Source: an optimization exercise on an open RTL-to-GDS flow (aim: small area and a short achievable clock period). Production flows keep margins and buffers that such runs may drop.
In this exercise RTL edits were held to simulation tests only and were not proved equivalent to the original.
Power is estimated from default activity; no workload was simulated.

**run.sh**
```bash
#!/bin/bash
# synth_recipe.tcl (not shown) runs the flow's synth.tcl, then flattens the netlist and writes it again
# the make line also repeats each setting of config.mk as NAME=value (left out here)
make -C /OpenROAD-flow-scripts/flow DESIGN_CONFIG=/design/flow/config.mk WORK_HOME=/design/flow/orfs CLKGATE_MAP_FILE= SYNTH_SCRIPT=/design/flow/synth_recipe.tcl finish
```
**config.mk**
```make
export PLATFORM = sky130hd
export DESIGN_NAME = even_pipe
export DESIGN_NICKNAME = even_pipe
export VERILOG_FILES = /design/flow/design.v
export SDC_FILE = /design/flow/constraint.sdc
export NUM_CORES = 4
export LEC_CHECK = 0
export CAP_MARGIN = 20
export CORE_MARGIN = 2
export CORE_UTILIZATION = 40
export SLEW_MARGIN = 20
```
**constraint.sdc**
```tcl
create_clock -name core_clock -period 5.0 [get_ports {clk}]
set_input_delay 1.0000 -clock core_clock [delete_from_list [all_inputs] [get_ports {clk}]]
set_output_delay 1.0000 -clock core_clock [all_outputs]
set_load 0.01 [all_outputs]
```
**design.v**
```verilog
`default_nettype none
package spu_data_pkg;
    parameter int BYTE     = 8;
    parameter int HALFWORD = 2 * BYTE;
    parameter int WORD     = 4 * BYTE;
    parameter int QUADWORD = 16 * BYTE;
    parameter int REG_ADDR_WIDTH = 7;
    parameter int IMM10_WIDTH    = 10;
    parameter int IMM7_WIDTH     = 7;
    typedef logic [REG_ADDR_WIDTH-1:0] reg_addr_t;
    typedef union packed {
        logic [0:QUADWORD/WORD-1][WORD-1:0]         word;
        logic [0:QUADWORD/HALFWORD-1][HALFWORD-1:0] half;
    } quadword_u;
    typedef struct packed {
        logic       reg_wr_en;
        logic [1:0] unit_id;     
        reg_addr_t  rt_addr;
        quadword_u  rt_data;
    } writeback_t;
endpackage
`default_nettype wire
`default_nettype none
package spu_isa_pkg;
    parameter int INTERNAL_OPCODE_SIZE = 6;
    typedef enum logic [INTERNAL_OPCODE_SIZE-1:0] {
        ADD_WORD                      = 6'b0000_00,
        ADD_WORD_IMMEDIATE            = 6'b0000_01,
        ADD_HALFWORD                  = 6'b0000_10,
        ADD_HALFWORD_IMMEDIATE        = 6'b0000_11,
        SUBTRACT_FROM_WORD            = 6'b0001_00,
        SUBTRACT_FROM_WORD_IMMEDIATE  = 6'b0001_01,
        SUBTRACT_FROM_HALFWORD        = 6'b0001_10,
        SUBTRACT_FROM_HALFWORD_IMMEDIATE = 6'b0001_11,
        CARRY_GENERATE                = 6'b0010_00,
        BORROW_GENERATE               = 6'b0011_00,
        AND_REGISTER                  = 6'b0100_00,
        AND_WORD_IMMEDIATE            = 6'b0100_01,
        AND_HALFWORD_IMMEDIATE        = 6'b0100_11,
        AND_WITH_COMPLEMENT           = 6'b0101_00,
        OR_REGISTER                   = 6'b0110_00,
        OR_WORD_IMMEDIATE             = 6'b0110_01,
        OR_HALFWORD_IMMEDIATE         = 6'b0110_11,
        OR_WITH_COMPLEMENT            = 6'b0111_00,
        EXCLUSIVE_OR                  = 6'b1000_00,
        EXCLUSIVE_OR_WORD_IMMEDIATE   = 6'b1000_01,
        EXCLUSIVE_OR_HALFWORD_IMMEDIATE = 6'b1000_11,
        NAND_REGISTER                 = 6'b1001_00,
        NOR_REGISTER                  = 6'b1010_00,
        COMPARE_EQUAL_WORD            = 6'b1011_00,
        COMPARE_EQUAL_WORD_IMMEDIATE  = 6'b1011_01,
        COMPARE_EQUAL_HALFWORD        = 6'b1011_10,
        COMPARE_EQUAL_HALFWORD_IMMEDIATE = 6'b1011_11,
        COMPARE_GREATER_THAN_WORD     = 6'b1100_00,
        COMPARE_GREATER_THAN_WORD_IMMEDIATE = 6'b1100_01,
        COMPARE_GREATER_THAN_HALFWORD = 6'b1100_10,
        COMPARE_GREATER_THAN_HALFWORD_IMMEDIATE = 6'b1100_11,
        COMPARE_LOGICAL_GREATER_THAN_WORD = 6'b1101_00,
        COMPARE_LOGICAL_GREATER_THAN_WORD_IMMEDIATE = 6'b1101_01,
        COMPARE_LOGICAL_GREATER_THAN_HALFWORD = 6'b1101_10,
        COMPARE_LOGICAL_GREATER_THAN_HALFWORD_IMMEDIATE = 6'b1101_11,
        SHIFT_LEFT_WORD               = 6'b1110_00,
        SHIFT_LEFT_WORD_IMMEDIATE     = 6'b1110_01,
        SHIFT_LEFT_HALFWORD           = 6'b1110_10,
        SHIFT_LEFT_HALFWORD_IMMEDIATE = 6'b1110_11,
        ROTATE_WORD                   = 6'b1111_00,
        ROTATE_WORD_IMMEDIATE         = 6'b1111_01,
        ROTATE_HALFWORD               = 6'b1111_10,
        ROTATE_HALFWORD_IMMEDIATE     = 6'b1111_11
    } opcode_e;
    typedef enum logic [1:0] {
        SIMPLE_FIXED_1 = 2'd0,   
        SIMPLE_FIXED_2 = 2'd1,   
        NO_UNIT        = 2'd3
    } unit_id_e;
    typedef enum logic [3:0] {
        ADD, SUB_FROM, CARRY, BORROW, AND, ANDC, OR, ORC, XOR, NAND, NOR, CEQ, CGT, CLGT
    } fx_op_e;
    typedef enum logic [1:0] {
        SHL,
        ROT
    } sr_op_e;
    typedef struct packed {
        logic                    valid;
        unit_id_e                unit_id;
        fx_op_e                  fx_op;
        sr_op_e                  sr_op;
        logic                    halfword;   
        logic [6:0]              rt_addr;   
    } even_ctrl_t;
endpackage
`default_nettype wire
`default_nettype none
`timescale 1ns/100ps
module even_pipe (
    input  wire logic         clk,
    input  wire logic         arst_n,
    input  wire logic         issue,
    input  wire logic [5:0]   opcode,
    input  wire logic [127:0] ra,
    input  wire logic [127:0] rb,
    input  wire logic [9:0]   imm10,
    input  wire logic [6:0]   imm7,
    input  wire logic [6:0]   rt_addr,
    output logic              wb_reg_wr_en,
    output logic [1:0]        wb_unit_id,
    output logic [6:0]        wb_rt_addr,
    output logic [127:0]      wb_rt_data
);
    logic [3:0] op;
    logic       hw, im, sr, kept;
    assign op = opcode[5:2];
    assign hw = opcode[1];
    assign im = opcode[0];
    assign sr = op[3:1] == 3'b111;
    always_comb begin
        case (op)
            4'd2, 4'd3, 4'd5, 4'd7, 4'd9, 4'd10: kept = !hw && !im;
            4'd4, 4'd6, 4'd8:                    kept = !hw || im;
            default:                             kept = 1'b1;
        endcase
    end
    logic invb, kg, kp, kc, inv0, cgt, neg, cmp, ceq, cinv;
    always_comb begin
        invb = 1'b0; kg = 1'b0; kp = 1'b0; kc = 1'b0; inv0 = 1'b0;
        cgt  = 1'b0; neg = 1'b0; cmp = 1'b0; ceq = 1'b0; cinv = 1'b0;
        case (op)
            4'd0:  begin kp = 1'b1; kc = 1'b1; end                            
            4'd1:  begin kp = 1'b1; kc = 1'b1; invb = 1'b1; neg = 1'b1; end   
            4'd2:  begin kp = 1'b1; kc = 1'b1; cmp = 1'b1; end                
            4'd3:  begin kp = 1'b1; kc = 1'b1; invb = 1'b1; cmp = 1'b1; cinv = 1'b1; end
            4'd4:  begin kg = 1'b1; end                                       
            4'd5:  begin kg = 1'b1; invb = 1'b1; end                          
            4'd6:  begin kg = 1'b1; kp = 1'b1; end                            
            4'd7:  begin kg = 1'b1; kp = 1'b1; invb = 1'b1; end               
            4'd8:  begin kp = 1'b1; end                                       
            4'd9:  begin kg = 1'b1; inv0 = 1'b1; end                          
            4'd10: begin kg = 1'b1; kp = 1'b1; inv0 = 1'b1; end               
            4'd11: begin kp = 1'b1; kc = 1'b1; invb = 1'b1; cmp = 1'b1; ceq = 1'b1; end
            4'd12: begin kp = 1'b1; kc = 1'b1; invb = 1'b1; cmp = 1'b1; cgt = 1'b1; end
            4'd13: begin kp = 1'b1; kc = 1'b1; invb = 1'b1; cmp = 1'b1; end
            default: ;
        endcase
    end
    logic [15:0]  imm_lo, imm_hi;
    logic [127:0] b;
    assign imm_lo = sr ? {10'd0, imm7[5:0]} : {{6{imm10[9]}}, imm10};
    assign imm_hi = hw ? imm_lo : {16{!sr && imm10[9]}};
    assign b      = im ? {4{imm_hi, imm_lo}} : rb;
    logic [127:0] x0, y0;
    always_comb begin
        x0 = ra;
        y0 = b ^ {128{invb}};
        for (int w = 0; w < 4; w++) begin
            x0[32*w+31] = ra[32*w+31] ^ cgt;
            y0[32*w+31] = b[32*w+31] ^ invb ^ cgt;
            x0[32*w+15] = ra[32*w+15] ^ (cgt && hw);
            y0[32*w+15] = b[32*w+15] ^ invb ^ (cgt && hw);
        end
    end
    logic         r1_valid;
    logic [127:0] r1_x, r1_y;
    logic         r1_sr, r1_hw, r1_rot, r1_kg, r1_kp, r1_kc, r1_inv0;
    logic         r1_neg, r1_cmp, r1_ceq, r1_cinv;
    logic [6:0]   r1_addr;
    always_ff @(posedge clk or negedge arst_n) begin
        if (!arst_n) r1_valid <= 1'b0;
        else         r1_valid <= issue && kept;
    end
    always_ff @(posedge clk) begin
        r1_x    <= x0;
        r1_y    <= y0;
        r1_sr   <= sr;
        r1_hw   <= hw;
        r1_rot  <= opcode[2];
        r1_kg   <= kg;
        r1_kp   <= kp;
        r1_kc   <= kc;
        r1_inv0 <= inv0;
        r1_neg  <= neg;
        r1_cmp  <= cmp;
        r1_ceq  <= ceq;
        r1_cinv <= cinv;
        r1_addr <= rt_addr;
    end
    logic [127:0] g, p;
    assign g = r1_x & r1_y;
    assign p = r1_x ^ r1_y;
    logic [127:0] xa;
    logic [15:0]  blk_g;
    always_comb begin
        logic [8:0] c;
        for (int k = 0; k < 16; k++) begin
            c[0] = 1'b0;
            for (int t = 0; t < 8; t++)
                c[t+1] = g[8*k+t] | (p[8*k+t] & c[t]);
            for (int t = 0; t < 8; t++)
                xa[8*k+t] = ((r1_kg & g[8*k+t]) | (r1_kp & p[8*k+t])) ^ (r1_kc & c[t]) ^ r1_inv0;
            blk_g[k] = r1_kc & c[8];
        end
    end
    logic [127:0] xs;
    logic [15:0]  sh_side;
    always_comb begin
        logic [127:0] v, nv;
        logic         n;
        v = r1_x;
        for (int l = 0; l < 3; l++) begin
            for (int j = 0; j < 8; j++) begin
                n = r1_hw ? r1_y[16*j+l] : r1_y[32*(j/2)+l];
                for (int t = 0; t < 16; t++) begin
                    if (!n)
                        nv[16*j+t] = v[16*j+t];
                    else if (t >= (1 << l))
                        nv[16*j+t] = v[16*j+t-(1<<l)];
                    else if (j % 2 == 1)
                        nv[16*j+t] = r1_hw ? (v[16*j+t-(1<<l)+16] & r1_rot) : v[16*j+t-(1<<l)];
                    else
                        nv[16*j+t] = r1_hw ? (v[16*j+t-(1<<l)+16] & r1_rot)
                                           : (v[16*j+t-(1<<l)+32] & r1_rot);
                end
            end
            v = nv;
        end
        xs = v;
        for (int j = 0; j < 8; j++) begin
            if (r1_hw) begin
                sh_side[2*j]   = r1_y[16*j+3];
                sh_side[2*j+1] = !r1_rot & r1_y[16*j+4];
            end else begin
                sh_side[2*j]   = r1_y[32*(j/2)+3];
                sh_side[2*j+1] = (j % 2 == 0) ? r1_y[32*(j/2)+4] : (!r1_rot & r1_y[32*(j/2)+5]);
            end
        end
    end
    logic         r2_valid;
    logic [127:0] r2_x;
    logic [15:0]  r2_side;
    logic         r2_sr, r2_hw, r2_rot, r2_neg, r2_cmp, r2_ceq, r2_cinv;
    logic [6:0]   r2_addr;
    always_ff @(posedge clk or negedge arst_n) begin
        if (!arst_n) r2_valid <= 1'b0;
        else         r2_valid <= r1_valid;
    end
    always_ff @(posedge clk) begin
        r2_x    <= r1_sr ? xs : xa;
        r2_side <= r1_sr ? sh_side : blk_g;
        r2_sr   <= r1_sr;
        r2_hw   <= r1_hw;
        r2_rot  <= r1_rot;
        r2_neg  <= r1_neg;
        r2_cmp  <= r1_cmp;
        r2_ceq  <= r1_ceq;
        r2_cinv <= r1_cinv;
        r2_addr <= r1_addr;
    end
    logic [127:0] ar;
    logic [127:0] cres;
    always_comb begin
        logic [3:0] bp, bg;
        logic [4:0] c;
        logic       c2raw, eq_lo, eq_hi;
        logic       pre;
        cres = '0;
        for (int w = 0; w < 4; w++) begin
            for (int k = 0; k < 4; k++) begin
                bp[k] = &r2_x[32*w+8*k +: 8];
                bg[k] = r2_side[4*w+k];
            end
            c[0] = 1'b0;
            c[1] = bg[0];
            c[2] = bg[1] | (bp[1] & c[1]);
            c2raw = c[2];
            if (r2_hw) c[2] = 1'b0;
            c[3] = bg[2] | (bp[2] & c[2]);
            c[4] = bg[3] | (bp[3] & c[3]);
            for (int k = 0; k < 4; k++) begin
                pre = c[k];
                for (int t = 0; t < 8; t++) begin
                    ar[32*w+8*k+t] = r2_x[32*w+8*k+t] ^ r2_neg ^ pre;
                    pre = pre & r2_x[32*w+8*k+t];
                end
            end
            eq_lo = bp[0] & bp[1];
            eq_hi = bp[2] & bp[3];
            if (r2_hw) begin
                cres[32*w]    = r2_ceq ? eq_lo : (c2raw ^ r2_cinv);
                cres[32*w+16] = r2_ceq ? eq_hi : (c[4] ^ r2_cinv);
            end else begin
                cres[32*w]    = r2_ceq ? (eq_lo & eq_hi) : (c[4] ^ r2_cinv);
            end
        end
    end
    logic [127:0] srr;
    always_comb begin
        logic [127:0] v, nv;
        logic         n;
        for (int j = 0; j < 8; j++) begin
            n = r2_side[2*j];
            for (int t = 0; t < 16; t++) begin
                if (!n)
                    v[16*j+t] = r2_x[16*j+t];
                else if (t >= 8)
                    v[16*j+t] = r2_x[16*j+t-8];
                else if (j % 2 == 1)
                    v[16*j+t] = r2_hw ? (r2_x[16*j+t+8] & r2_rot) : r2_x[16*j+t-8];
                else
                    v[16*j+t] = r2_hw ? (r2_x[16*j+t+8] & r2_rot) : (r2_x[16*j+t+24] & r2_rot);
            end
        end
        for (int w = 0; w < 4; w++) begin
            n = !r2_hw && r2_side[4*w+1];
            for (int t = 0; t < 32; t++) begin
                if (!n)
                    nv[32*w+t] = v[32*w+t];
                else if (t >= 16)
                    nv[32*w+t] = v[32*w+t-16];
                else
                    nv[32*w+t] = v[32*w+t+16] & r2_rot;
            end
        end
        for (int j = 0; j < 8; j++) begin
            n = (j % 2 == 1) ? r2_side[2*j+1] : (r2_hw ? r2_side[2*j+1] : r2_side[2*j+3]);
            srr[16*j +: 16] = n ? 16'd0 : nv[16*j +: 16];
        end
    end
    logic         r3_valid;
    logic [127:0] r3_data;
    logic         r3_sr;
    logic [6:0]   r3_addr;
    always_ff @(posedge clk or negedge arst_n) begin
        if (!arst_n) r3_valid <= 1'b0;
        else         r3_valid <= r2_valid;
    end
    always_ff @(posedge clk) begin
        r3_data <= r2_sr ? srr : (r2_cmp ? cres : ar);
        r3_sr   <= r2_sr;
        r3_addr <= r2_addr;
    end
    assign wb_reg_wr_en = r3_valid;
    assign wb_unit_id   = {1'b0, r3_sr};
    assign wb_rt_addr   = r3_addr;
    assign wb_rt_data   = r3_data;
endmodule
`default_nettype wire
```
==> flow_summary.yaml, run 1 <==
route:
  final_antenna_net_count: 0
  drt-wirelength-per-cell_um: 24.7
  wirelength_um: 137000
  via_per_inst: 6.01
  drt-initial-drc-count: 4140
  drt_first_pass_iters: 6
  drcViolationCount: 0
  via_count: 33300
worst_hold_path:
  hold_class: "reg -> reg"
sta:
  period_minus_slack_ps: 3390
  tightest_slew_ps: 1090
  setup_ws_ps: 1610
  finalSetupTns_ps: 0
  grt_setup_unrepaired: "no"
  setup_viol: 0
  fin_crit_sh: 0.677
  fmax_ghz: 0.295
  slew_headroom: 0.268
  final_hold_viol_count: 0
  drv_slew: 0
  worst_clock_skew_ps: 29.6
global_route:
  grt_max_degree: 129
  grt_use_total: 0.281
  grt_pass1_wl_um: 201000
  grt_antenna_before_repair: 8
  first_global_vias: 30400
  grt_overflow_total: 0
cts:
  cts_tree: "built"
  h-tree-depth: 3
  cts_buffers: 68
  cts_hold_buf: 0
  cts_resized: 0
  cts_sinks: 571
  insertion_delay_ps: 630
  cts_root_buf: "clkbuf_16"
  clkTransAtPathRegs_ps: 50
  clk_path_buf_depth: 3
  cts_setup_buffers: 0
synth:
  synthSimpleGateAreaFrac: 0.120
  ys.flop_type: "dfxtp_1"
  syn-instance-count: 4111
  netlist.area_leader.share: 0.312
  synth_seq_cells: 571
  synth_xor_area_frac: 0.127
  yosysSeqAreaShare: 0.314
  synth_warnings: 1
  synthAdderAreaFrac: 0.0457
  synth_top_family_by_area: "compound AO/OA/AOI/OAI gates"
  syn_area_per_cell_um2: 8.86
  synth.area.top_cells: "dfxtp_1 31%, xnor2_1 10%, mux4_2 5.9%, ha_1 4.6%, mux2i_1 4.5%"
  synth_edf_count: 0
  synth_top_area_cell: "dfxtp_1"
  synth-compound-area-share: 0.212
  netlist_area_mm2: 0.0364
  synth_cell_types: 87
  syn_nets: 4533
  synth-async-reset-ratio: 0.00525
  synth.area.mux_share: 0.133
power_and_ir_drop:
  finalPower_uw: 19900
  peakVddDrop_mv: 0.269
  power_density_mw_per_mm2: 457
  p_leak_uw: 0.0168
setup_path:
  endpoint_kind: "flop"
  worstSetupStartpointType: "input pin"
  arrival_ps: 3870
  cp.required_ps: 5480
  path_class: "in -> reg"
  cp_max_fo: 15
floorplanning:
  coreArea_mm2: 0.0901
  die_h_um: 306
  num_io_pins: 427
  die_x_um: 306
  initial_core_util: 0.404
  rows: 110
  dieArea_mm2: 0.0935
run:
  maxCapViolCount: 0
placed_design:
  preCtsSetupSlack_ps: 1070
  port_buffers: 424
  dp_hpwl_um: 103000
  routabilityCongestion: 0.981
finish:
  fill_cells: 8509
  layout-drive-gt1-share: 0.0944
  fin_nets: 4735
  synthToLayoutAreaGrowth_pct: 19.7
outcome:
  status: "complete, no violations"
[routing by layer]
metal | vias to the layer above | track usage | routed length (um)
met5 | - | 0 | 13
met4 | 2 | 0.0747 | 3150
met3 | 174 | 0.0659 | 15100
met2 | 1859 | 0.393 | 55000
met1 | 15800 | 0.426 | 63600
li1 | 15500 | - | -
[worst paths after layout]
kind	start	cells past startpoint	slack (ps)	endpoint
worst max-delay path	opcode[5]	7	1610	r1_y[84]$_DFF_P_
worst min-delay path	r2_addr[5]$_DFF_P_	0	320	r3_addr[5]$_DFF_P_
worst max register to register	r2_hw$_DFF_P_	7	1730	r3_data[96]$_DFF_P_
worst min register to register	r2_addr[5]$_DFF_P_	0	320	r3_addr[5]$_DFF_P_
max in group asynchronous	arst_n	1	4310	r1_valid$_DFF_PN0_
min in group asynchronous	arst_n	1	560	r2_valid$_DFF_PN0_
[critical path, cell delays in order]
cell             delay (ps)
clkdlybuf4s50_1         840
nand3_1                 470
inv_1                   340
nand2_1                 120
a41oi_1                 630
o21ai_0                 270
xnor2_1                 180
[cell usage after synthesis (41+ instances only)]
library cell and count:
nand3_1 88, nand2_1 300, a21oi_1 218, and3_1 41, o21ai_0 299, buf_1 42, buf_2 82, ha_1 133
xor2_1 110, o22ai_1 118, a31oi_1 70, dfxtp_1 568, mux2i_1 165, inv_1 61, clkbuf_1 215, nor2_1 242
xnor2_1 419, mux4_2 95, mux2_2 76, nand4_1 56, a22oi_1 145, nor3_1 58
[where the power goes]
group	internal (uW)	switching, uW
logic	3630	3970
clock network	3120	2040
registers	5590	1570
total	12300	7580
[cell families after synthesis]
group / Yosys count
xor gates and xnor gates: 529
and+or+nand+nor: 927
AOI/OAI and AO/OA: 1186
buffers and inverters: 419
adders and majority gates: 133
DFF: 571
other: 1
muxes: 345
[stage by stage]
stage                     instance area [um2]   util  std cells  hold WS, ps
after global routing                    43600  0.484       5540          331
after CTS                               43600  0.483       5540          327
after detailed placement                41200  0.457       5419          314
after global placement                  41200  0.457       5419          310
final                                   43600  0.484       5541          324
after floorplan                         36400      -       4111          310
[cell type report]
cell class                      instances  area [um2]  area share
Sequential cell                       571       11500       0.263
Clock buffer                           87        1940      0.0444
Tap cell                             1176        1470      0.0338
Antenna cell                            1        2.50   0.0000574
Inverter                               64         240     0.00551
Clock inverter                         34         405     0.00930
Timing Repair Buffer                  487        4800       0.110
Multi-Input combinational cell       3121       23300       0.534
[flip-flops by register name, indices dropped and copies added, names as in the netlist, 7 cells and up]
| name | count |
|---|---|
| r1_x | 128 |
| r1_y | 128 |
| r2_x | 128 |
| r3_data | 128 |
| r2_side | 16 |
| r1_addr | 7 |
| r2_addr | 7 |
| r3_addr | 7 |
[layout by cell type (no fill, tap or decap), types with 16 or more instances in the layout]
cell	n
o22ai_1	118
clkbuf_16	71
a22oi_1	145
mux2i_1	165
o221ai_1	21
xnor2_1	419
a31o_2	20
o32ai_1	22
a21oi_1	217
xor2_1	110
a211oi_1	39
mux4_2	95
ha_1	133
inv_1	61
and2_1	21
nand2b_1	22
o31a_1	18
a31oi_1	70
nand3_1	88
nand4_1	56
nor3_1	58
nor2_1	241
buf_4	57
and3_1	41
nor4_1	17
o211ai_1	16
dfxtp_1	557
nand2_1	299
a21o_1	30
o21ai_0	299
nor2b_1	24
mux2_2	76
clkdlybuf4s50_1	423
==> run 2, diff against run 1 <==
--- a/config.mk
+++ b/config.mk
@@ -8,4 +8,5 @@
 export CAP_MARGIN = 20
 export CORE_MARGIN = 2
 export CORE_UTILIZATION = 40
+export SETUP_SLACK_MARGIN = 2.3
 export SLEW_MARGIN = 20
==> flow_summary.yaml, run 2 <==
synth:
  synth_commonest_cells: "568 x dfxtp_1, 419 x xnor2_1, 300 x nand2_1"
  synth_cell_types: 87
  syn-instance-count: 4111
  synth_top_area_cell: "dfxtp_1"
  ys.flop_type: "dfxtp_1"
  yosys.cell_count.top_type: "dfxtp_1"
  syn_nets: 4533
  yosysSeqAreaShare: 0.314
  synth.area.top_cells: "dfxtp_1 31%, xnor2_1 10%, mux4_2 5.9%, ha_1 4.6%, mux2i_1 4.5%"
  synth_seq_cells: 571
  synth-async-reset-ratio: 0.00525
  netlist_area_mm2: 0.0364
  synth_edf_count: 0
  netlist.area_leader.share: 0.312
  synth_warnings: 1
  syn_area_per_cell_um2: 8.86
sta:
  grt_setup_unrepaired: "no"
  finalSetupTns_ps: 0
  final_hold_viol_count: 0
  fin_crit_sh: 0.540
  worst_clock_skew_ps: 29.9
  slew_headroom: 0.278
  drv_slew: 0
  setup_viol: 0
  period_minus_slack_ps: 2700
  fmax_ghz: 0.370
  tightest_slew_ps: 1080
  setup_ws_ps: 2300
placed_design:
  port_buffers: 424
  routabilityCongestion: 0.981
  preCtsSetupSlack_ps: 1070
  dp_hpwl_um: 103000
power_and_ir_drop:
  seqPwrFrac: 0.358
  p_int_uw: 12400
  p_leak_uw: 0.0170
  clock_power_share: 0.258
  combPwrFrac: 0.384
  switching_share: 0.380
  power.switching_uw: 7610
  peakVddDrop_mv: 0.269
  power_density_mw_per_mm2: 455
setup_path:
  endpoint_kind: "flop"
  cp_cell_sequence: "clkdlybuf4s50_1 > a211oi_4 > a31oi_1 > o21ai_0 > xnor2_1"
  cp_max_fo: 13
  rrSetupSlack_ps: 2340
  arrival_ps: 3190
  slowest_stage: "clkdlybuf4s50_1"
  cp.required_ps: 5490
  worstSetupStartpointType: "input pin"
  slowest_delay_ps: 970
  r2r_cells: 6
  path_class: "in -> reg"
  r2r-start: "r1_rot$_DFF_P_"
  worstReg2RegEnd: "r2_x[114]$_DFF_P_"
global_route:
  grt_max_degree: 129
  grt_use_total: 0.283
  first_global_vias: 30500
  grt_pass1_wl_um: 202000
  grt_overflow_total: 0
  grt_antenna_before_repair: 8
finish:
  fin_util: 0.488
  mostFrequentLayoutCells: "551 x dfxtp_1, 420 x clkdlybuf4s50_1, 419 x xnor2_1, 299 x nand2_1, 297 x o21ai_0"
  synthToLayoutAreaGrowth_pct: 20.8
  layout_commonest_cell: "dfxtp_1"
  layout-drive-gt1-share: 0.104
  fin_nets: 4758
route:
  final_antenna_net_count: 0
  via_per_inst: 6.03
  drcViolationCount: 0
  drt-wirelength-per-cell_um: 24.9
  drt_first_pass_iters: 6
  via_count: 33500
  wirelength_um: 138000
  drt-initial-drc-count: 4356
cts:
  cts_tree: "built"
  clkTransAtPathRegs_ps: 60
  insertion_delay_ps: 630
  cts_root_buf: "clkbuf_16"
  cts_sinks: 571
  cts_hold_buf: 0
  clk_path_buf_depth: 3
  cts_buffers: 68
  h-tree-depth: 3
outcome:
  status: "complete, no violations"
worst_hold_path:
  whs_endpoint: "r3_addr[5]$_DFF_P_"
  hold_class: "reg -> reg"
  whs_path_depth: 0
  hp-start: "r2_addr[5]$_DFF_P_"
floorplanning:
  dieArea_mm2: 0.0935
  rows: 110
  initial_core_util: 0.404
  die_x_um: 306
  die_h_um: 306
  coreArea_mm2: 0.0901
  num_io_pins: 427
run:
  maxCapViolCount: 0
[run 2: cell counts after synthesis]
No cell type changed its count.
[run 2: worst max path at each step]
stage              start                 to  slack, ps  cells after the start
3_5_place_dp   opcode[5]   r1_y[80]$_DFF_P_       1070                      7
4_1_cts        opcode[3]   r1_y[79]$_DFF_P_       2180                      6
5_1_grt        opcode[4]  r1_y[113]$_DFF_P_       2310                      7
3_3_place_gp   opcode[5]   r1_y[80]$_DFF_P_       1100                      7
6_report       opcode[1]   r1_y[23]$_DFF_P_       2300                      5
2_1_floorplan  opcode[5]   r1_y[16]$_DFF_P_       2570                      8
[run 2: worst max-delay path: cells and delay by family]
| family | cells | cell delay, ps |
|---|---|---|
| AO/OA/AOI/OAI | 3 | 1020 |
| XOR/XNOR | 1 | 190 |
| buffers and inverters | 1 | 970 |
[run 2: repair_timing]
action                     CTS  global route
buffers inserted            14             8
setup endpoints to repair  246           156
pin swaps                    1             3
cloned                       1             0
gates resized for setup     20            18
[run 2: final cells by class]
cell class,instances,area [um2]
fill,8472,46200
multi-input combinational,3121,23400
sequential,571,11500
timing repair buffer,510,5070
clock buffer,87,1940
tap,1176,1470
clock inverter,34,405
inverter,64,240
antenna,1,2.50
[run 2: power groups by stage]
stage / sequential, uW / combinational (uW) / clock (uW)
3_5_place_dp: 7180 / 7460 / 0
5_1_grt: 7230 / 8320 / 5450
6_report: 7160 / 7670 / 5160
4_1_cts: 7070 / 7540 / 5270
3_3_place_gp: 7170 / 7390 / 0
2_1_floorplan: 6400 / 5230 / 0
[run 2: stage by stage]
stage	cells	power, uW	hold slack, ps	instance area (um2)
2_1_floorplan	4111	11600	310	36400
3_3_place_gp	5419	14600	310	41200
3_5_place_dp	5419	14600	314	41200
4_1_cts	5555	19900	327	43800
5_1_grt	5563	21000	331	44000
6_report	5564	20000	324	44000
[run 2: per-layer routing]
metal  track usage  vias to the layer above  wire length (um)
li1              -                    15500                 -
met1         0.426                    15900             63700
met2         0.397                     1931             55700
met3        0.0703                      187             15700
met4        0.0739                        4              3120
met5             0                        -                27
[run 2: cell families (layout without fill, tap and decap cells)]
kind of cell	after synthesis	in the layout	synth area share
mux	345	345	0.133
xor+xnor	529	529	0.127
flops	571	571	0.314
compound gates	1186	1186	0.212
other cells	1	2	0.000103
buf+inv	419	695	0.0476
fa+ha+maj	133	133	0.0457
simple gates	927	927	0.120
==> run 3, diff against run 2 <==
==> flow/run.sh (new file) <==
#!/bin/bash
set -euo pipefail
export BUFFER_PORTS_ARGS="-buffer_cell sky130_fd_sc_hd__buf_1"
bash standard.sh > standard.log 2>&1
==> standard.sh (new file) <==
#!/bin/bash
# synth_recipe.tcl (not shown) runs the flow's synth.tcl, then flattens the netlist and writes it again
# the make line also repeats each setting of config.mk as NAME=value (left out here)
make -C /OpenROAD-flow-scripts/flow DESIGN_CONFIG=/design/flow/config.mk WORK_HOME=/design/flow/orfs CLKGATE_MAP_FILE= SYNTH_SCRIPT=/design/flow/synth_recipe.tcl "${@:-finish}"
removed: run.sh
==> flow_summary.yaml, run 3 <==
setup_path:
  arrival_ps: 3100
  slowest_stage: "mux2_2"
  endpoint_kind: "flop"
  critPathTopFamily: "multiplexers"
  r2r_cells: 6
  cp.required_ps: 5480
  r2r-start: "r1_hw$_DFF_P_"
  worstReg2RegEnd: "r2_x[3]$_DFF_P_"
  rrSetupSlack_ps: 2380
  path_class: "reg -> reg"
  cp_cell_sequence: "buf_8 > mux2_2 > mux4_2 > mux2_2 > a311oi_1 > a21oi_1"
  slowest_delay_ps: 550
  path_common_cell: "mux2_2"
  worstSetupStartpointType: "flop"
  cp_num_buf_inv: 1
  cp_max_fo: 46
power_and_ir_drop:
  p_leak_uw: 0.0158
  power_density_mw_per_mm2: 469
  peakVddDrop_mv: 0.249
synth:
  synth.area.top_cells: "dfxtp_1 31%, xnor2_1 10%, mux4_2 5.9%, ha_1 4.6%, mux2i_1 4.5%"
  synth_cell_types: 87
  syn_nets: 4533
  yosysSeqAreaShare: 0.314
  netlist.area_leader.share: 0.312
  ys.flop_type: "dfxtp_1"
  syn_area_per_cell_um2: 8.86
  yosys.cell_count.top_type: "dfxtp_1"
  netlist_area_mm2: 0.0364
  synth_top_area_cell: "dfxtp_1"
  synth_warnings: 1
  synth-async-reset-ratio: 0.00525
  syn-instance-count: 4111
  synth_seq_cells: 571
  synth_commonest_cells: "568 x dfxtp_1, 419 x xnor2_1, 300 x nand2_1"
  synth_edf_count: 0
route:
  via_count: 33600
  drt_first_pass_iters: 6
  wirelength_um: 139000
  drt-wirelength-per-cell_um: 24.9
  via_per_inst: 6.04
  drt-initial-drc-count: 4062
  final_antenna_net_count: 0
  drcViolationCount: 0
global_route:
  use_met3: 0.0625
  top_usage_layer: "met1"
  grt_use_met1: 0.435
  grt_util_met2: 0.399
  grt_max_degree: 132
  grt_antenna_before_repair: 8
  first_global_vias: 30300
  grt_use_total: 0.284
  grt_pass1_wl_um: 202000
  grt_overflow_total: 0
sta:
  worst_clock_skew_ps: 29.9
  finalSetupTns_ps: 0
  setup_viol: 0
  final_hold_viol_count: 0
  drv_slew: 0
  slew_headroom: 0.237
  fmax_ghz: 0.382
  fin_crit_sh: 0.524
  period_minus_slack_ps: 2620
  grt_setup_unrepaired: "yes"
  tightest_slew_ps: 1140
cts:
  cts_hold_buf: 0
  cts_buffers: 67
  clk_path_buf_depth: 3
  cts_sinks: 571
  clkTransAtPathRegs_ps: 60
  cts_tree: "built"
  insertion_delay_ps: 640
  cts_root_buf: "clkbuf_16"
  h-tree-depth: 3
floorplanning:
  coreArea_mm2: 0.0901
  rows: 110
  num_io_pins: 427
  die_h_um: 306
  initial_core_util: 0.404
  die_x_um: 306
  dieArea_mm2: 0.0935
finish:
  mostFrequentLayoutCells: "556 x dfxtp_1, 422 x buf_1, 419 x xnor2_1, 300 x nand2_1, 299 x o21ai_0"
  layout_commonest_cell: "dfxtp_1"
  fin_area_mm2: 0.0412
  layout-drive-gt1-share: 0.102
  fin_nets: 4758
  fill_cells: 8730
  synthToLayoutAreaGrowth_pct: 13.1
placed_design:
  dp_hpwl_um: 103000
  port_buffers: 424
  place_area_mm2: 0.0386
  routabilityCongestion: 0.942
run:
  maxCapViolCount: 0
worst_hold_path:
  hold_class: "in -> async"
outcome:
  status: "complete, no violations"
run 3: cell counts after synthesis:
No cell type changed its count.
run 3: metrics by stage:
step	total power [uW]	setup slack, ps	util	instances	hold slack (ps)
finish	19300	2380	0.457	5562	167
detailed placement	14100	1530	0.428	5418	312
global route	20300	2280	0.457	5561	173
CTS	19200	2240	0.455	5547	139
floorplan	11600	2570	-	4111	310
global placement	14000	1590	0.428	5418	310
run 3: worst max-delay path by stage:
stage,cells after the start,endpoint,start
3_5_place_dp,8,r1_y[17]$_DFF_P_,opcode[4]
5_1_grt,4,r1_y[15]$_DFF_P_,opcode[1]
2_1_floorplan,8,r1_y[16]$_DFF_P_,opcode[5]
4_1_cts,7,r1_y[56]$_DFF_P_,opcode[4]
6_report,6,r2_x[3]$_DFF_P_,r1_hw$_DFF_P_
3_3_place_gp,8,r1_y[82]$_DFF_P_,opcode[4]
run 3: area by class of cell:
cell class              count  area, um2  area share
diodes                      1       2.50   0.0000608
clock inverters            37        443      0.0108
inverters                  64        244     0.00592
repair inverters            1       5.00    0.000122
clock buffers              81       1800      0.0437
well taps                1176       1470      0.0357
multi-input cells        3121      23400       0.567
flip-flops and latches    571      11500       0.279
repair buffers            510       2380      0.0578
run 3: cell families (layout without fill, tap and decap cells):
logic type                 after synthesis  in the layout  synth area share
AOI/OAI and AO/OA                     1186           1186             0.212
buffers and inverters                  419            693            0.0476
adders and majority gates              133            133            0.0457
other                                    1              2          0.000103
muxes                                  345            345             0.133
xor gates and xnor gates               529            529             0.127
and+or+nand+nor                        927            927             0.120
DFF                                    571            571             0.314
run 3: layer usage:
layer / share of wire / wire length, um / vias up
met4: 0.023 / 3200 / 2
met3: 0.11 / 15000 / 179
met2: 0.40 / 55600 / 1941
met5: 0.000094 / 13 / -
met1: 0.47 / 64800 / 15900
li1: - / - / 15600
run 3: power breakdown:
| part | leakage [uW] | internal [uW] | switching (uW) |
|---|---|---|---|
| Sequential | 0.00482 | 5590 | 1570 |
| Clock | 0.00111 | 2960 | 2070 |
| Combinational | 0.00984 | 3100 | 4040 |
run 3: timing repair:
item,CTS,global route
gates resized for setup,16,16
endpoints found under the setup margin,88,61
buffers inserted,10,14
cloned,1,0
pin swaps,2,3
==> run 4, diff against run 3 <==
--- a/design.v
+++ b/design.v
@@ -157,6 +157,14 @@
             x0[32*w+15] = ra[32*w+15] ^ (cgt && hw);
             y0[32*w+15] = b[32*w+15] ^ invb ^ (cgt && hw);
         end
+        if (sr) begin
+            for (int j = 0; j < 8; j++) begin
+                if (hw)
+                    y0[16*j +: 6] = {!opcode[2] && b[16*j+4], 1'b0, b[16*j +: 4]};
+                else
+                    y0[16*j +: 6] = {!opcode[2] && b[32*(j/2)+5], b[32*(j/2) +: 5]};
+            end
+        end
     end
     logic         r1_valid;
     logic [127:0] r1_x, r1_y;
@@ -207,7 +215,7 @@
         v = r1_x;
         for (int l = 0; l < 3; l++) begin
             for (int j = 0; j < 8; j++) begin
-                n = r1_hw ? r1_y[16*j+l] : r1_y[32*(j/2)+l];
+                n = r1_y[16*j+l];
                 for (int t = 0; t < 16; t++) begin
                     if (!n)
                         nv[16*j+t] = v[16*j+t];
@@ -224,13 +232,8 @@
         end
         xs = v;
         for (int j = 0; j < 8; j++) begin
-            if (r1_hw) begin
-                sh_side[2*j]   = r1_y[16*j+3];
-                sh_side[2*j+1] = !r1_rot & r1_y[16*j+4];
-            end else begin
-                sh_side[2*j]   = r1_y[32*(j/2)+3];
-                sh_side[2*j+1] = (j % 2 == 0) ? r1_y[32*(j/2)+4] : (!r1_rot & r1_y[32*(j/2)+5]);
-            end
+            sh_side[2*j]   = r1_y[16*j+3];
+            sh_side[2*j+1] = (j % 2 == 0 && !r1_hw) ? r1_y[16*j+4] : r1_y[16*j+5];
         end
     end
     logic         r2_valid;
--- a/config.mk
+++ b/config.mk
@@ -8,5 +8,5 @@
 export CAP_MARGIN = 20
 export CORE_MARGIN = 2
 export CORE_UTILIZATION = 40
-export SETUP_SLACK_MARGIN = 2.3
+export SETUP_SLACK_MARGIN = 2.8
 export SLEW_MARGIN = 20
==> flow_summary.yaml, run 4 <==
synth:
  synth-async-reset-ratio: 0.00525
  synth_top_area_cell: "dfxtp_1"
  synth_commonest_cells: "568 x dfxtp_1, 458 x xnor2_1, 316 x o21ai_0"
  synth.area.top_cells: "dfxtp_1 32%, xnor2_1 11%, mux2i_1 8.6%, ha_1 4.6%, o21ai_0 4.4%"
  netlist_area_mm2: 0.0359
  netlist.area_leader.share: 0.317
  synth_edf_count: 0
  synth_seq_cells: 571
  ys.flop_type: "dfxtp_1"
  synth_cell_types: 71
  syn_nets: 4565
  synth_warnings: 1
  yosysSeqAreaShare: 0.319
  syn-instance-count: 4143
  yosys.cell_count.top_type: "dfxtp_1"
  syn_area_per_cell_um2: 8.67
global_route:
  use_met3: 0.0427
  grt_antenna_before_repair: 5
  top_usage_layer: "met1"
  grt_use_met1: 0.414
  grt_use_total: 0.278
  grt_overflow_total: 0
  grt_util_met2: 0.404
  grt_pass1_wl_um: 197000
  grt_max_degree: 108
  first_global_vias: 30000
finish:
  synthToLayoutAreaGrowth_pct: 17.7
  fill_cells: 8643
  fin_nets: 4861
  layout-drive-gt1-share: 0.128
  layout_commonest_cell: "dfxtp_1"
  final_cells: 5655
  mostFrequentLayoutCells: "493 x dfxtp_1, 456 x xnor2_1, 402 x buf_1, 304 x mux2i_1, 303 x o21ai_0"
sta:
  drv_slew: 0
  setup_viol: 0
  grt_setup_unrepaired: "yes"
  fin_crit_sh: 0.442
  period_minus_slack_ps: 2210
  finalSetupTns_ps: 0
  final_hold_viol_count: 0
  worst_clock_skew_ps: 28.3
  fmax_ghz: 0.452
  tightest_slew_ps: 981
  slew_headroom: 0.346
cts:
  cts_root_buf: "clkbuf_16"
  cts_tree: "built"
  clkTransAtPathRegs_ps: 60
  cts_sinks: 571
  h-tree-depth: 3
  insertion_delay_ps: 630
  clk_path_buf_depth: 3
  cts_buffers: 68
floorplanning:
  die_h_um: 304
  rows: 109
  coreArea_mm2: 0.0886
  die_x_um: 304
  dieArea_mm2: 0.0922
  initial_core_util: 0.405
  num_io_pins: 427
run:
  maxCapViolCount: 0
route:
  via_count: 33300
  drcViolationCount: 0
  drt_first_pass_iters: 7
  final_antenna_net_count: 0
  via_per_inst: 5.89
  wirelength_um: 138000
  drt-initial-drc-count: 4317
  drt-wirelength-per-cell_um: 24.3
setup_path:
  cp.required_ps: 5480
  cp_cell_sequence: "buf_4 > mux2_2 > a21oi_1 > o32ai_1 > or4_1 > o32a_1"
  cp_max_fo: 20
  slowest_stage: "or4_1"
  path_class: "reg -> reg"
  worstSetupStartpointType: "flop"
  slowest_delay_ps: 530
  cp_num_buf_inv: 1
  critPathTopFamily: "compound AO/OA/AOI/OAI gates"
  arrival_ps: 2690
  endpoint_kind: "flop"
power_and_ir_drop:
  switching_share: 0.393
  combPwrFrac: 0.370
  seqPwrFrac: 0.372
  power_density_mw_per_mm2: 454
  clock_power_share: 0.258
  p_leak_uw: 0.0164
  peakVddDrop_mv: 0.240
  p_int_uw: 11600
  power.switching_uw: 7530
placed_design:
  placed_cells: 5468
  dp_hpwl_um: 100000
  routabilityCongestion: 0.948
  port_buffers: 424
outcome:
  status: "complete, no violations"
worst_hold_path:
  hold_class: "in -> async"
run 4: cell count changes in the layout (fill, tap and decap cells not counted), moves of 53 or more:
cell / delta
nor2b_1: +67
mux4_2: -71
nand2_1: -56
a21oi_1: +53
dfxtp_1: -63
mux2i_1: +139
run 4: worst register-to-register path: stages, from the launching register on:
cell and delay (ps):
dfxtp_1 310, buf_4 300, mux2_2 380, a21oi_1 170, o32ai_1 130, or4_1 530
o32a_1 250
run 4: worst paths after layout:
check / cells after the start / from / slack (ps) / end
min in group core_clock: 0 / r1_addr[4]$_DFF_P_ / 320 / r2_addr[4]$_DFF_P_
worst min-delay path: 1 / arst_n / 180 / r3_valid$_DFF_PN0_
worst min register to register: 0 / r1_addr[4]$_DFF_P_ / 320 / r2_addr[4]$_DFF_P_
worst max register to register: 6 / r2_side[10]$_DFF_P_ / 2790 / r3_data[64]$_DFF_P_
max in group asynchronous: 1 / arst_n / 4670 / r2_valid$_DFF_PN0_
worst max-delay path: 6 / r2_side[10]$_DFF_P_ / 2790 / r3_data[64]$_DFF_P_
run 4: cell families after synthesis:
logic type | after synthesis | share of synthesized area
XOR/XNOR | 570 | 0.139
AND/OR/NAND/NOR | 846 | 0.110
buffers and inverters | 407 | 0.0451
flip-flops | 571 | 0.319
multiplexers | 428 | 0.131
other | 1 | 0.000104
adder cells (fa/ha/maj) | 133 | 0.0463
AO/OA/AOI/OAI | 1187 | 0.209
run 4: power groups by stage:
stage	Clock [uW]	Combinational, uW	Sequential [uW]
final	4950	7100	7140
after global routing	5230	7700	7200
after CTS	5060	6750	7020
after detailed placement	0	6580	7110
after global placement	0	6510	7100
after floorplan	0	4930	6450
run 4: cell type report:
type	count	area (um2)	share of cell area
Antenna cell	3	7.51	0.000178
Clock buffer	85	1900	0.0449
Timing Repair Buffer	554	3220	0.0762
Tap cell	1165	1460	0.0345
Multi-Input combinational cell	3168	23400	0.554
Inverter	76	312	0.00737
Clock inverter	33	329	0.00779
Sequential cell	571	11600	0.275
run 4: what timing repair did:
| action | in CTS | in global routing |
|---|---|---|
| buffers inserted | 21 | 31 |
| hold buffers | 0 | 0 |
| endpoints found under the setup margin | 340 | 140 |
| hold endpoints to repair | 0 | 0 |
| pin swaps | 14 | 33 |
| gates resized for setup | 131 | 155 |
| cloned | 3 | 11 |
run 4: per-layer routing:
metal | routed length (um) | part of all wire
met1 | 62500 | 0.45
met2 | 57200 | 0.42
met3 | 13100 | 0.096
met4 | 4740 | 0.034
met5 | 0 | 0
run 4: metrics by stage:
stage               hold slack, ps  area, um2  total power (uW)   util  worst slack, ps
floorplan                      310      36100             11400      -             2760
finish                         176      42300             19200  0.477             2790
global placement               310      38300             13600  0.433             1610
CTS                            145      41200             18800  0.465             2690
detailed placement             312      38400             13700  0.433             1590
global route                   163      42300             20100  0.477             2710
==> run 5, diff against run 4 <==
--- a/design.v
+++ b/design.v
@@ -120,25 +120,25 @@
             default:                             kept = 1'b1;
         endcase
     end
-    logic invb, kg, kp, kc, inv0, cgt, neg, cmp, ceq, cinv;
+    logic inva, invb, cin, kg, kp, kc, cgt, cmp, ceq, cinv;
     always_comb begin
-        invb = 1'b0; kg = 1'b0; kp = 1'b0; kc = 1'b0; inv0 = 1'b0;
-        cgt  = 1'b0; neg = 1'b0; cmp = 1'b0; ceq = 1'b0; cinv = 1'b0;
+        inva = 1'b0; invb = 1'b0; cin = 1'b0; kg = 1'b0; kp = 1'b0; kc = 1'b0;
+        cgt  = 1'b0; cmp = 1'b0; ceq = 1'b0; cinv = 1'b0;
         case (op)
             4'd0:  begin kp = 1'b1; kc = 1'b1; end                            
-            4'd1:  begin kp = 1'b1; kc = 1'b1; invb = 1'b1; neg = 1'b1; end   
+            4'd1:  begin kp = 1'b1; kc = 1'b1; inva = 1'b1; cin = 1'b1; end   
             4'd2:  begin kp = 1'b1; kc = 1'b1; cmp = 1'b1; end                
-            4'd3:  begin kp = 1'b1; kc = 1'b1; invb = 1'b1; cmp = 1'b1; cinv = 1'b1; end
+            4'd3:  begin kp = 1'b1; kc = 1'b1; inva = 1'b1; cin = 1'b1; cmp = 1'b1; end
             4'd4:  begin kg = 1'b1; end                                       
             4'd5:  begin kg = 1'b1; invb = 1'b1; end                          
             4'd6:  begin kg = 1'b1; kp = 1'b1; end                            
             4'd7:  begin kg = 1'b1; kp = 1'b1; invb = 1'b1; end               
             4'd8:  begin kp = 1'b1; end                                       
-            4'd9:  begin kg = 1'b1; inv0 = 1'b1; end                          
-            4'd10: begin kg = 1'b1; kp = 1'b1; inv0 = 1'b1; end               
-            4'd11: begin kp = 1'b1; kc = 1'b1; invb = 1'b1; cmp = 1'b1; ceq = 1'b1; end
-            4'd12: begin kp = 1'b1; kc = 1'b1; invb = 1'b1; cmp = 1'b1; cgt = 1'b1; end
-            4'd13: begin kp = 1'b1; kc = 1'b1; invb = 1'b1; cmp = 1'b1; end
+            4'd9:  begin kg = 1'b1; kp = 1'b1; inva = 1'b1; invb = 1'b1; end  
+            4'd10: begin kg = 1'b1; inva = 1'b1; invb = 1'b1; end             
+            4'd11: begin kp = 1'b1; kc = 1'b1; inva = 1'b1; cmp = 1'b1; ceq = 1'b1; end
+            4'd12: begin kp = 1'b1; kc = 1'b1; inva = 1'b1; cin = 1'b1; cmp = 1'b1; cgt = 1'b1; cinv = 1'b1; end
+            4'd13: begin kp = 1'b1; kc = 1'b1; inva = 1'b1; cin = 1'b1; cmp = 1'b1; cinv = 1'b1; end
             default: ;
         endcase
     end
@@ -149,12 +149,12 @@
     assign b      = im ? {4{imm_hi, imm_lo}} : rb;
     logic [127:0] x0, y0;
     always_comb begin
-        x0 = ra;
+        x0 = ra ^ {128{inva}};
         y0 = b ^ {128{invb}};
         for (int w = 0; w < 4; w++) begin
-            x0[32*w+31] = ra[32*w+31] ^ cgt;
+            x0[32*w+31] = ra[32*w+31] ^ inva ^ cgt;
             y0[32*w+31] = b[32*w+31] ^ invb ^ cgt;
-            x0[32*w+15] = ra[32*w+15] ^ (cgt && hw);
+            x0[32*w+15] = ra[32*w+15] ^ inva ^ (cgt && hw);
             y0[32*w+15] = b[32*w+15] ^ invb ^ (cgt && hw);
         end
         if (sr) begin
@@ -168,8 +168,8 @@
     end
     logic         r1_valid;
     logic [127:0] r1_x, r1_y;
-    logic         r1_sr, r1_hw, r1_rot, r1_kg, r1_kp, r1_kc, r1_inv0;
-    logic         r1_neg, r1_cmp, r1_ceq, r1_cinv;
+    logic         r1_sr, r1_hw, r1_rot, r1_cin, r1_kg, r1_kp, r1_kc;
+    logic         r1_cmp, r1_ceq, r1_cinv;
     logic [6:0]   r1_addr;
     always_ff @(posedge clk or negedge arst_n) begin
         if (!arst_n) r1_valid <= 1'b0;
@@ -181,11 +181,10 @@
         r1_sr   <= sr;
         r1_hw   <= hw;
         r1_rot  <= opcode[2];
+        r1_cin  <= cin;
         r1_kg   <= kg;
         r1_kp   <= kp;
         r1_kc   <= kc;
-        r1_inv0 <= inv0;
-        r1_neg  <= neg;
         r1_cmp  <= cmp;
         r1_ceq  <= ceq;
         r1_cinv <= cinv;
@@ -199,11 +198,11 @@
     always_comb begin
         logic [8:0] c;
         for (int k = 0; k < 16; k++) begin
-            c[0] = 1'b0;
+            c[0] = (k % 4 == 0 || (k % 4 == 2 && r1_hw)) ? r1_cin : 1'b0;
             for (int t = 0; t < 8; t++)
                 c[t+1] = g[8*k+t] | (p[8*k+t] & c[t]);
             for (int t = 0; t < 8; t++)
-                xa[8*k+t] = ((r1_kg & g[8*k+t]) | (r1_kp & p[8*k+t])) ^ (r1_kc & c[t]) ^ r1_inv0;
+                xa[8*k+t] = ((r1_kg & g[8*k+t]) | (r1_kp & p[8*k+t])) ^ (r1_kc & c[t]);
             blk_g[k] = r1_kc & c[8];
         end
     end
@@ -239,7 +238,7 @@
     logic         r2_valid;
     logic [127:0] r2_x;
     logic [15:0]  r2_side;
-    logic         r2_sr, r2_hw, r2_rot, r2_neg, r2_cmp, r2_ceq, r2_cinv;
+    logic         r2_sr, r2_hw, r2_rot, r2_cmp, r2_ceq, r2_cinv;
     logic [6:0]   r2_addr;
     always_ff @(posedge clk or negedge arst_n) begin
         if (!arst_n) r2_valid <= 1'b0;
@@ -251,7 +250,6 @@
         r2_sr   <= r1_sr;
         r2_hw   <= r1_hw;
         r2_rot  <= r1_rot;
-        r2_neg  <= r1_neg;
         r2_cmp  <= r1_cmp;
         r2_ceq  <= r1_ceq;
         r2_cinv <= r1_cinv;
@@ -263,7 +261,6 @@
         logic [3:0] bp, bg;
         logic [4:0] c;
         logic       c2raw, eq_lo, eq_hi;
-        logic       pre;
         cres = '0;
         for (int w = 0; w < 4; w++) begin
             for (int k = 0; k < 4; k++) begin
@@ -278,11 +275,9 @@
             c[3] = bg[2] | (bp[2] & c[2]);
             c[4] = bg[3] | (bp[3] & c[3]);
             for (int k = 0; k < 4; k++) begin
-                pre = c[k];
-                for (int t = 0; t < 8; t++) begin
-                    ar[32*w+8*k+t] = r2_x[32*w+8*k+t] ^ r2_neg ^ pre;
-                    pre = pre & r2_x[32*w+8*k+t];
-                end
+                ar[32*w+8*k] = r2_x[32*w+8*k] ^ c[k];
+                for (int t = 1; t < 8; t++)
+                    ar[32*w+8*k+t] = r2_x[32*w+8*k+t] ^ (c[k] & (&(r2_x[32*w+8*k +: 8] | ~((8'd1 << t) - 8'd1))));
             end
             eq_lo = bp[0] & bp[1];
             eq_hi = bp[2] & bp[3];
==> flow_summary.yaml, run 5 <==
outcome:
  status: "complete, no violations"
synth:
  netlist_area_mm2: 0.0345
  syn_area_per_cell_um2: 8.74
  synthAdderAreaFrac: 0.0530
  netlist.area_leader.share: 0.328
  synth-compound-area-share: 0.211
  synth_top_area_cell: "dfxtp_1"
  synth_top_family_by_area: "compound AO/OA/AOI/OAI gates"
  ys.flop_type: "dfxtp_1"
  synth.area.mux_share: 0.145
  syn_nets: 4380
  yosysSeqAreaShare: 0.331
  synth.area.top_cells: "dfxtp_1 33%, mux2i_1 8.1%, xnor2_1 6.2%, ha_1 5.3%, o21ai_0 5.2%"
  synth_seq_cells: 569
  syn-instance-count: 3945
  synth_edf_count: 0
  synthSimpleGateAreaFrac: 0.106
  synth-async-reset-ratio: 0.00527
  yosys.cell_count.top_type: "dfxtp_1"
  synth_commonest_cells: "566 x dfxtp_1, 360 x nand2_1, 356 x o21ai_0"
  synth_cell_types: 73
  synth_xor_area_frac: 0.110
  synth_warnings: 1
setup_path:
  arrival_ps: 2760
  path_class: "reg -> reg"
  cp.required_ps: 5480
  worstSetupStartpointType: "flop"
  rrSetupSlack_ps: 2720
  r2r-start: "r1_x[0]$_DFF_P_"
  cp.depth: 7
  cp_cell_sequence: "ha_1 > a211oi_2 > o21a_1 > nor3b_1 > o21ai_0 > xnor2_1 > mux2i_1"
  cp-endpoint: "r2_x[6]$_DFF_P_"
  endpoint_kind: "flop"
  timing.critical_path.from: "r1_x[0]$_DFF_P_"
  slowest_delay_ps: 560
  cp_max_fo: 4
  cp_num_buf_inv: 0
  slowest_stage: "dfxtp_1"
  critPathTopFamily: "compound AO/OA/AOI/OAI gates"
  worstReg2RegEnd: "r2_x[6]$_DFF_P_"
  r2r_cells: 7
global_route:
  grt_overflow_total: 0
  grt_pass1_wl_um: 192000
  grt_antenna_before_repair: 5
  grt_max_degree: 121
  first_global_vias: 28900
  grt_use_total: 0.285
cts:
  h-tree-depth: 3
  cts_sinks: 569
  cts_tree: "built"
  cts_buffers: 66
  insertion_delay_ps: 630
  cts_root_buf: "clkbuf_16"
  clk_path_buf_depth: 3
  cts_hold_buf: 0
  clkTransAtPathRegs_ps: 60
sta:
  finalSetupTns_ps: 0
  worst_clock_skew_ps: 26.3
  grt_setup_unrepaired: "yes"
  setup_ws_ps: 2720
  fin_crit_sh: 0.455
  final_hold_viol_count: 0
  period_minus_slack_ps: 2280
  fmax_ghz: 0.439
  slew_headroom: 0.390
  setup_viol: 0
  drv_slew: 0
  tightest_slew_ps: 915
finish:
  multiInputGateArea_mm2: 0.0223
  mostFrequentLayoutCells: "506 x dfxtp_1, 407 x buf_1, 356 x nand2_1, 292 x o21ai_0, 279 x mux2i_1"
  fill_cells: 8252
  layout-drive-gt1-share: 0.142
  fin_nets: 4701
  layout_commonest_cell: "dfxtp_1"
  synthToLayoutAreaGrowth_pct: 19.2
  seq_area_mm2: 0.0115
route:
  via_per_inst: 5.89
  drcViolationCount: 0
  final_antenna_net_count: 0
  wirelength_um: 135000
  drt-initial-drc-count: 3824
  via_count: 32200
  drt_first_pass_iters: 6
  drt-wirelength-per-cell_um: 24.7
run:
  maxCapViolCount: 0
power_and_ir_drop:
  p_leak_uw: 0.0164
  peakVddDrop_mv: 0.257
  power_density_mw_per_mm2: 485
floorplanning:
  die_h_um: 298
  rows: 107
  die_x_um: 298
  num_io_pins: 427
  initial_core_util: 0.405
  coreArea_mm2: 0.0853
  dieArea_mm2: 0.0886
worst_hold_path:
  hold_class: "in -> async"
placed_design:
  routabilityCongestion: 0.955
  port_buffers: 424
  preCtsSetupSlack_ps: 1280
  dp_hpwl_um: 96700
run 5: stage by stage:
step | cells | instance area, um2 | power, uW | hold WS (ps) | util
after global routing | 5456 | 41100 | 20900 | 192 | 0.482
final | 5458 | 41100 | 19900 | 178 | 0.482
after global placement | 5266 | 36900 | 14200 | 310 | 0.433
after floorplan | 3945 | 34900 | 11800 | 310 | -
after detailed placement | 5266 | 36900 | 14300 | 312 | 0.433
after CTS | 5421 | 40200 | 19500 | 149 | 0.471
run 5: timing repair:
action / CTS / global route
gates cloned: 11 / 8
resized for setup: 173 / 150
pin swaps: 16 / 32
buffers inserted: 30 / 27
setup endpoints to repair: 496 / 350
run 5: kinds of logic after synthesis:
group | after synthesis
simple gates | 819
xor+xnor | 432
buf+inv | 386
other cells | 1
compound gates | 1166
flops | 569
mux | 426
fa+ha+maj | 146
run 5: cell type report:
cell class,instances,area share
inverters,83,0.00813
diodes,2,0.000122
clock buffers,84,0.0456
repair buffers,551,0.0817
clock inverters,30,0.00752
multi-input cells,2995,0.542
well taps,1144,0.0348
flip-flops and latches,569,0.280
run 5: worst min-delay path by stage:
| stage | cells past startpoint | slack, ps | startpoint | endpoint |
|---|---|---|---|---|
| after detailed placement | 0 | 310 | r1_addr[3]$_DFF_P_ | r2_addr[3]$_DFF_P_ |
| final | 1 | 180 | arst_n | r2_valid$_DFF_PN0_ |
| after floorplan | 0 | 310 | r1_addr[0]$_DFF_P_ | r2_addr[0]$_DFF_P_ |
| after CTS | 1 | 150 | arst_n | r2_valid$_DFF_PN0_ |
| after global placement | 0 | 310 | r1_addr[3]$_DFF_P_ | r2_addr[3]$_DFF_P_ |
| after global routing | 1 | 190 | arst_n | r2_valid$_DFF_PN0_ |
run 5: worst reg2reg max path: stages (launching register included):
cell and delay [ps]:
dfxtp_1 560, ha_1 360, a211oi_2 260, o21a_1 240, nor3b_1 70, o21ai_0 200
xnor2_1 110, mux2i_1 320
run 5: per-layer routing:
| layer | track usage | vias up | share of wire |
|---|---|---|---|
| met5 | 0 | - | 0.000096 |
| li1 | - | 14900 | - |
| met1 | 0.431 | 15100 | 0.46 |
| met2 | 0.409 | 1913 | 0.41 |
| met3 | 0.0450 | 223 | 0.10 |
| met4 | 0.0848 | 2 | 0.030 |
run 5: where the power goes:
part	switching, uW	internal (uW)	total [uW]
clock	2040	2880	4910
combinational	4300	3280	7580
sequential	1660	5780	7440
total	8000	11900	19900
==> run 6, diff against run 5 <==
--- a/config.mk
+++ b/config.mk
@@ -5,6 +5,7 @@
 export SDC_FILE = /design/flow/constraint.sdc
 export NUM_CORES = 4
 export LEC_CHECK = 0
+export ABC_AREA = 1
 export CAP_MARGIN = 20
 export CORE_MARGIN = 2
 export CORE_UTILIZATION = 40
==> flow_summary.yaml, run 6 <==
placed_design:
  place_area_mm2: 0.0368
  placed_cells: 6356
  dp_hpwl_um: 105000
  preCtsSetupSlack_ps: 1420
  port_buffers: 424
  routabilityCongestion: 0.949
sta:
  finalSetupTns_ps: 0
  slew_headroom: 0.484
  drv_slew: 0
  fin_crit_sh: 0.450
  setup_viol: 0
  period_minus_slack_ps: 2250
  final_hold_viol_count: 0
  fmax_ghz: 0.444
  whs_ps: 184
  grt_setup_unrepaired: "yes"
  setup_ws_ps: 2750
  worst_clock_skew_ps: 27.4
  tightest_slew_ps: 766
route:
  routed-wl-met2_um: 58400
  drt-wirelength-per-cell_um: 21.8
  via_per_inst: 5.58
  via_count: 36600
  drt_first_pass_iters: 6
  top_layer: "met5"
  wirelength_um: 143000
  final_antenna_net_count: 0
  drcViolationCount: 0
  drt-initial-drc-count: 4363
  met1_length_um: 64500
  met3_length_um: 16300
floorplanning:
  coreArea_mm2: 0.0854
  die_x_um: 298
  initial_core_util: 0.405
  dieArea_mm2: 0.0888
  die_h_um: 298
  num_io_pins: 427
  rows: 107
cts:
  clk_path_buf_depth: 3
  cts_tree: "built"
  cts_root_buf: "clkbuf_16"
  insertion_delay_ps: 640
  clkTransAtPathRegs_ps: 70
  cts_buffers: 66
  h-tree-depth: 3
  cts_sinks: 569
global_route:
  grt_antenna_before_repair: 12
  first_global_vias: 32300
  grt_max_degree: 86
  grt_use_total: 0.305
  grt_pass1_wl_um: 207000
  grt_overflow_total: 0
finish:
  layout-drive-gt1-share: 0.108
  fin_nets: 5789
  mostFrequentLayoutCells: "1305 x nand2_1, 639 x o21ai_0, 505 x dfxtp_1, 413 x buf_1, 399 x inv_1"
  synthToLayoutAreaGrowth_pct: 18.5
  layout_commonest_cell: "nand2_1"
  fin_area_mm2: 0.0410
  final_cells: 6551
setup_path:
  cp_max_fo: 3
  arrival_ps: 2730
  endpoint_kind: "flop"
  worstSetupStartpointType: "flop"
  path_class: "reg -> reg"
  r2r_cells: 7
  cp.required_ps: 5480
synth:
  syn_area_per_cell_um2: 6.86
  yosysSeqAreaShare: 0.330
  synth_warnings: 1
  synth_commonest_cells: "1370 x nand2_1, 672 x o21ai_0, 566 x dfxtp_1"
  syn_nets: 5476
  synth_edf_count: 0
  netlist_area_mm2: 0.0346
  netlist.area_leader.share: 0.328
  ys.flop_type: "dfxtp_1"
  synth_seq_cells: 569
  synth.area.top_cells: "dfxtp_1 33%, nand2_1 15%, o21ai_0 9.7%, ha_1 5.3%, xnor2_1 4.5%"
  synth_cell_types: 64
  syn-instance-count: 5041
  synth-async-reset-ratio: 0.00527
  yosys.cell_count.top_type: "nand2_1"
  synth_top_area_cell: "dfxtp_1"
power_and_ir_drop:
  power_density_mw_per_mm2: 463
  p_leak_uw: 0.0183
  peakVddDrop_mv: 0.252
worst_hold_path:
  hold_class: "in -> async"
outcome:
  status: "complete, no violations"
run:
  maxCapViolCount: 0
==> run 6: changes by cell type after synthesis, sizes merged, moves of 68 or more <==
cell   change
mux2      -97
xnor2     -68
nand3    +175
a22oi    -138
nand2   +1030
mux2i    -243
o21ai    +350
inv      +362
xor2      -84
==> run 6: critical path: stages, from the launching register on <==
cell	delay, ps
dfxtp_1	330
ha_1	340
a21oi_2	240
o21ai_1	120
a21oi_1	220
nor2_1	80
xnor2_1	220
o21ai_0	550
==> run 6: path summary, 6_finish.rpt <==
kind | startpoint | endpoint | slack [ps]
worst max register to register | r1_x[89]$_DFF_P_ | r2_x[92]$_DFF_P_ | 2750
max in group asynchronous | arst_n | r3_valid$_DFF_PN0_ | 4650
worst min-delay path | arst_n | r2_valid$_DFF_PN0_ | 180
worst min register to register | r2_addr[5]$_DFF_P_ | r3_addr[5]$_DFF_P_ | 320
worst max-delay path | r1_x[89]$_DFF_P_ | r2_x[92]$_DFF_P_ | 2750
min in group core_clock | r2_addr[5]$_DFF_P_ | r3_addr[5]$_DFF_P_ | 320
==> run 6: per-stage QoR <==
step / total power, uW / util
global placement: 13000 / 0.431
detailed placement: 13100 / 0.431
floorplan: 10700 / -
global route: 20000 / 0.480
CTS: 18500 / 0.467
finish: 19000 / 0.480
==> run 6: report_power, final <==
group / leakage (uW) / switching, uW / internal, uW
clock: 0.00114 / 2090 / 3170
combinational: 0.0123 / 4440 / 2370
sequential: 0.00481 / 1260 / 5650
==> run 6: per-layer routing <==
metal,global-route usage,vias up
li1,-,17400
met1,0.458,16800
met2,0.435,2156
met3,0.0599,236
met4,0.0869,6
met5,0,-
==> run 6: kinds of logic (layout without fill, tap and decap cells) <==
group | after synthesis | in the layout | synth area share
AOI/OAI and AO/OA | 1294 | 1294 | 0.215
xor gates and xnor gates | 280 | 280 | 0.0709
adders and majority gates | 146 | 146 | 0.0528
buffers and inverters | 757 | 1119 | 0.0880
DFF | 569 | 569 | 0.330
muxes | 36 | 36 | 0.0104
other | 1 | 2 | 0.000108
and+or+nand+nor | 1958 | 1961 | 0.233
==> run 6: what timing repair did <==
action	CTS	global route
endpoints found under the hold margin	0	0
setup buffers	14	46
pin swaps	9	54
endpoints found under the setup margin	486	302
hold buffers	0	0
gates resized for setup	154	199
gates cloned	9	5
==> run 6: cell type report <==
| type | instances | area (um2) |
|---|---|---|
| diodes | 1 | 2.50 |
| repair inverters | 3 | 22.5 |
| multi-input cells | 3718 | 20900 |
| clock inverters | 38 | 537 |
| inverters | 450 | 1760 |
| well taps | 1144 | 1430 |
| fillers | 8766 | 44400 |
| clock buffers | 82 | 1830 |
| flip-flops and latches | 569 | 11500 |
| repair buffers | 546 | 2990 |

==> separate check: timing with driven ports <==
In the flow no input, the clock included, has a driving cell. The finished layouts below were timed again as built, in two steps.
Step 1: set_driving_cell puts a clkbuf_16 on clk and a buf_2 on each other input, an assumption about the parent block.
Step 2 times the ports against the registers' clock, not the clock port: input delays grow and output delays shrink by t, the midpoint of the rising clock arrivals with the driver on.
Slacks: ideal / step 1 / step 2; pairs: ideal / step 1.
run	t (ns)	slack for setup (ns)	hold WS [ns]	latest minus earliest clock arrival (ns)	worst register clock-pin slew, ns
run 1	0.686	1.613 / 1.625 / 0.939	0.324 / 0.324 / 0.324	0.037 / 0.036	0.07 / 0.07
run 2	0.687	2.299 / 2.305 / 1.660	0.324 / 0.324 / 0.324	0.036 / 0.036	0.07 / 0.07
run 3	0.702	2.382 / 2.382 / 1.736	0.167 / 0.117 / 0.325	0.034 / 0.035	0.08 / 0.08
run 4	0.689	2.788 / 2.739 / 2.169	0.176 / 0.138 / 0.318	0.038 / 0.039	0.08 / 0.08
run 5	0.677	2.724 / 2.724 / 2.163	0.178 / 0.155 / 0.324	0.031 / 0.032	0.07 / 0.07
run 6	0.701	2.750 / 2.750 / 2.212	0.184 / 0.142 / 0.322	0.032 / 0.032	0.07 / 0.07
After both steps setup and hold are still met in every run listed. The setup slack of run 1, which loses most, moves by +0.012 ns with the drivers and by -0.674 ns with both steps.
